What follows belongs to an exercise in optimizing a design on an open flow for small area and few clock cycles per item; a production flow would make more cautious choices. Function was checked by simulation only, so behaviour that the tests miss may differ from the original.

## fp_mult_pipe
module fp_mult_pipe #(
   parameter int EXP_W = 8,
   parameter int MAN_W = 23
) (
   input  logic                 clk,
   input  logic                 rst_n,
   input  logic                 in_valid,
   output logic                 in_ready,
   input  logic [EXP_W+MAN_W:0] x,
   input  logic [EXP_W+MAN_W:0] y,
   output logic                 out_valid,
   input  logic                 out_ready,
   output logic [EXP_W+MAN_W:0] result
   ,
   output logic [3:0]           flags
);
Settings: LEC_CHECK=0, CAP_MARGIN=20, CORE_MARGIN=2, CORE_UTILIZATION=40, CTS_BUF_LIST=sky130_fd_sc_hd__clkbuf_8, GPL_TIMING_DRIVEN=0, SLEW_MARGIN=20; clock period 7.5 ns.
standard.sh (not shown) runs the stock make flow with config.mk's settings and CLKGATE_MAP_FILE= SYNTH_SCRIPT=/design/flow/synth_recipe.tcl, a recipe that flattens the netlist after the stock synthesis.
==> flow/flow/run.sh <==
#!/bin/bash
# Layout flow: the standard ORFS flow (standard.sh) with three changes:
#  - synthesis skips Yosys's generic `abc -fast` pass (synth -noabc), so the full
#    adders written in the RTL reach extract_fa as written;
#  - the final ABC technology mapping uses flow/abc.script (area recovery under a
#    delay target, then gate sizing) instead of ORFS's abc_speed.script;
#  - every port is buffered by a buf_2 instead of the default clkdlybuf4s50_1.
set -euo pipefail
cd "$(dirname "$0")/.."
W=$(pwd)
export FLOW_SYNTH_TCL=$W/synth_recipe.tcl
export FLOW_ABC_SCRIPT=$W/flow/abc.script
export BUFFER_PORTS_ARGS="-buffer_cell sky130_fd_sc_hd__buf_2"
bash standard.sh synth SYNTH_ARGS=-noabc SYNTH_SCRIPT=$W/flow/synth.tcl > synth.log 2>&1
bash standard.sh finish SYNTH_ARGS=-noabc SYNTH_SCRIPT=$W/flow/synth.tcl > layout.log 2>&1
==> flow/flow/abc.script <==
strash
dch
map -D 5500
topo
stime -c
buffer -c
upsize -c -D 5500
dnsize -c -D 5500
==> flow/flow/synth.tcl <==
# The standard flow's synthesis script (synth_recipe.tcl, sourced below unchanged), with the
# technology-mapping ABC run given our own script (flow/abc.script) in place of
# ORFS's abc_speed.script.  Only the combinational mapping changes; registers are
# mapped before ABC runs and keep their standard-synthesis names and cells.
proc abc {args} {
  set i [lsearch -exact $args -script]
  if { $i >= 0 } {
    lset args [expr {$i + 1}] $::env(FLOW_ABC_SCRIPT)
    puts "flow/synth.tcl: abc -script $::env(FLOW_ABC_SCRIPT)"
  }
  yosys abc {*}$args
}
source $::env(FLOW_SYNTH_TCL)
The starting point finished clean.
Testbench counts at the start, summed over its fixed seeds: cycles 16,008, items 16,000.
Change:
==> flow/flow/abc.script (replaced) <==
strash
ifraig
dch -f
map -D 5500
topo
stime -c
upsize -c -D 5500
dnsize -c -D 5500
Effect: The changed run finished clean. Synthesized area decreases by 1.7%. Fmax increases by 1.1%. Wire length decreases by 7.7%.
Change:
==> flow/flow/abc.script (replaced) <==
strash
ifraig
dch -f
map -D 5500
topo
stime -c
buffer -c
upsize -c -D 5500
dnsize -c -D 5500
Outcome: Via count climbs by 2.1%. Area after synthesis rose by about 2.5%. Setup slack gets worse by 0.042 ns. Final cell count climbs by 2.8%. Die area goes up by about 2.4%. Global-route usage climbs by 2.0 points. Critical path depth stays the same.
Change:
==> flow/flow/abc.script (replaced) <==
strash
ifraig
dch -f
amap
topo
stime -c
buffer -c
upsize -c -D 5500
dnsize -c -D 5500
Now the flow finished with negative setup slack left.
Utilization increases by 3.8 points.
Wire length increases by about 30%.
Change:
==> flow/flow/run.sh (replaced) <==
#!/bin/bash
# Layout flow: the standard ORFS flow, with Yosys's generic `abc -fast` pass
# skipped in synthesis (synth -noabc), so that the full adders written in the RTL
# reach extract_fa as written and keep one polarity through the adder tree, and
# with every port buffered by a buf_2 instead of the default clkdlybuf4s50_1.
set -euo pipefail
cd "$(dirname "$0")/.."
export BUFFER_PORTS_ARGS="-buffer_cell sky130_fd_sc_hd__buf_2"
bash standard.sh synth SYNTH_ARGS=-noabc > synth.log 2>&1
bash standard.sh finish SYNTH_ARGS=-noabc > layout.log 2>&1
removed: flow/flow/abc.script
removed: flow/flow/synth.tcl
Effect:
- The changed run completed without violations
- global-route usage falls by 10 points
- via count falls by about 12%

[re-timing with driven ports]
No port has a modelled driver above. Below, the same layouts with a new extraction and two added sets of constraints.
Step 1, drivers: a clkbuf_16 drives clk and a buf_2 each remaining input, both assumed.
Step 2, shift: input delay + t, output delay - t, t = (earliest + latest rising clock arrival at the registers) / 2. This alone moves slack from input paths to output paths.
Three values: ideal ports, drivers, drivers and shift; two values: the first two.
run | t (ns) | setup WS [ns] | slew at the worst register clock pin (ns)
the first run | 0.324 | 0.135 / 0.107 / -0.136 | 0.08 / 0.08
the second run | 0.330 | 0.214 / 0.223 / -0.107 | 0.08 / 0.08
the third run | 0.319 | 0.172 / 0.175 / -0.143 | 0.08 / 0.08
the fourth run | 0.335 | -0.072 / -0.107 / -0.253 | 0.08 / 0.08
the fifth run | 0.333 | 0.104 / 0.103 / -0.230 | 0.09 / 0.09
Met with ideal ports but missed after step 2: setup timing in the first run, the second run, the third run and the fifth run. For the fifth run, which loses most, drivers alone change the setup slack by -0.001 ns; drivers and shift together by -0.334 ns.
